This is an optimization exercise on Yosys and OpenROAD, whose aim is small area and a short achievable clock period, not a production implementation. The RTL was checked by simulation tests, not by an equivalence proof against the original design. Power and IR drop assume default switching activity.

Design double_ended_queue, start of the top module:
module double_ended_queue #(
  parameter int DEPTH      = dq_pkg::DEPTH_DEF,
  parameter int DATA_WIDTH = dq_pkg::DATA_WIDTH_DEF,
  parameter int CNT_W      = $clog2(DEPTH + 1)
) (
  input  logic                  clk,
  input  logic                  rst,
  input  logic                  req_valid,
  output logic                  req_ready,
  input  logic [1:0]            req_mode,
  input  logic [DATA_WIDTH-1:0] req_item_value,
  output logic                  rsp_valid,
  input  logic                  rsp_ready,
  output logic [DATA_WIDTH-1:0] rsp_popped_value,
  output logic [1:0]            rsp_status,
  output logic [CNT_W-1:0]      rsp_occupancy
);
Size in the first run: about 1200 cells after synthesis, ~79 I/O pins.
clock: 3.5 ns
lec_check: 0
cap_margin: 20
core_margin: 2
core_utilization: 62
place_density: 0.72
setup_slack_margin: 1.85
slew_margin: 20
tns_end_percent: 0
standard.sh (not shown) runs the stock make flow with config.mk's settings and CLKGATE_MAP_FILE= SYNTH_SCRIPT=/design/flow/synth_recipe.tcl, a recipe that flattens the netlist after the stock synthesis.
==> flow/flow/run.sh <==
#!/bin/bash
# the standard layout with three changes: sizing may swap a cell for one of
# another footprint (so slow port buffers can become fast ones), the clock
# tree clusters up to 24 flip-flops per leaf buffer, and it adds no dummy
# loads. every tool's output stays in the orfs/logs folder; make's own
# output goes to standard.log.
set -euo pipefail
CTS="-sink_clustering_enable -repair_clock_nets -buf_list sky130_fd_sc_hd__clkbuf_16"
CTS="$CTS -sink_clustering_size 24 -sink_clustering_max_diameter 80 -dont_use_dummy_load"
bash standard.sh MATCH_CELL_FOOTPRINT=0 "CTS_ARGS=$CTS" finish > standard.log 2>&1
The baseline finished with timing, DRC and antenna clean.
Change:
- CORE_UTILIZATION: 62 -> 55
- PLACE_DENSITY: 0.72 -> 0.65
- SETUP_SLACK_MARGIN: 1.85 -> 1.7
- TNS_END_PERCENT: 0 -> default
Routed wire length rises by a few percent.
Count of clock-buffer cells in the layout does not change.
Via count rises slightly.
Setup slack loses 0.0054 ns.
Change:
==> flow/flow/run.sh (replaced) <==
#!/bin/bash
# the standard layout with four changes: the port buffers are plain buf_2
# cells (not delay cells), sizing may swap a cell for one of another
# footprint, the clock tree clusters up to 24 flip-flops per leaf buffer,
# and it adds no dummy loads. every tool's output stays in the orfs/logs
# folder; make's own output goes to standard.log.
set -euo pipefail
CTS="-sink_clustering_enable -repair_clock_nets -buf_list sky130_fd_sc_hd__clkbuf_16"
CTS="$CTS -sink_clustering_size 24 -sink_clustering_max_diameter 80 -dont_use_dummy_load"
bash standard.sh MATCH_CELL_FOOTPRINT=0 "CTS_ARGS=$CTS" \
  "BUFFER_PORTS_ARGS=-buffer_cell sky130_fd_sc_hd__buf_2" finish > standard.log 2>&1
- CORE_UTILIZATION: 55 -> 62
- PLACE_DENSITY: 0.65 -> 0.72
- SETUP_SLACK_MARGIN: 1.7 -> 1.85
- TNS_END_PERCENT: default -> 0
After rerunning:
- register-to-register slack is better by 0.03 ns
- worst setup slack gains 0.010 ns
- hold slack got worse by 0.082 ns
Change:
==> flow/flow/run.sh (replaced) <==
#!/bin/bash
# the standard layout with three changes: sizing may swap a cell for one of
# another footprint (so slow port buffers can become fast ones), the clock
# tree clusters up to 24 flip-flops per leaf buffer, and it adds no dummy
# loads. every tool's output stays in the orfs/logs folder; make's own
# output goes to standard.log.
set -euo pipefail
CTS="-sink_clustering_enable -repair_clock_nets -buf_list sky130_fd_sc_hd__clkbuf_16"
CTS="$CTS -sink_clustering_size 24 -sink_clustering_max_diameter 80 -dont_use_dummy_load"
bash standard.sh MATCH_CELL_FOOTPRINT=0 "CTS_ARGS=$CTS" finish > standard.log 2>&1
- CORE_UTILIZATION: 62 -> 55
- PLACE_DENSITY: 0.72 -> 0.65
Result:
- register-to-register slack is about the same
- fmax barely changes
- die area rises by 12%
- via count falls by 3.3%
- hold slack improves by 0.058 ns
- sequential power barely changes
- clock skew falls by 0.026 ns
- area after synthesis stays the same
- synthesized cell count is unchanged
- setup slack improves by 0.0036 ns
- count of clock-buffer cells in the layout does not change

-- separate check: timing with driven ports --
Ports are ideal in the flow. The routed layouts listed here were re-timed in OpenROAD.
Step 1, drivers: a clkbuf_16 drives clk and a buf_2 each remaining input, both assumed.
Step 2 adds t to the input delays and takes it off the output delays; t is the mean of the earliest and latest rising clock arrival at the registers after step 1. Input paths then give back, and output paths get back, about the clock's delay inside the block.
Slacks: ideal / step 1 / step 2; pairs: ideal / step 1.
| run | shift t [ns] | setup WS [ns] | latest minus earliest clock arrival (ns) |
|---|---|---|---|
| the first run | 0.626 | 1.550 / 1.432 / 0.806 | 0.032 / 0.032 |
| the second run | 0.631 | 1.544 / 1.432 / 0.801 | 0.037 / 0.036 |
| the third run | 0.625 | 1.554 / 1.446 / 0.821 | 0.039 / 0.039 |
| the fourth run | 0.641 | 1.558 / 1.431 / 0.790 | 0.016 / 0.016 |
After both steps every run listed still meets setup and hold. The setup slack of the fourth run, which loses most, moves by -0.127 ns with the drivers and by -0.768 ns with both steps.
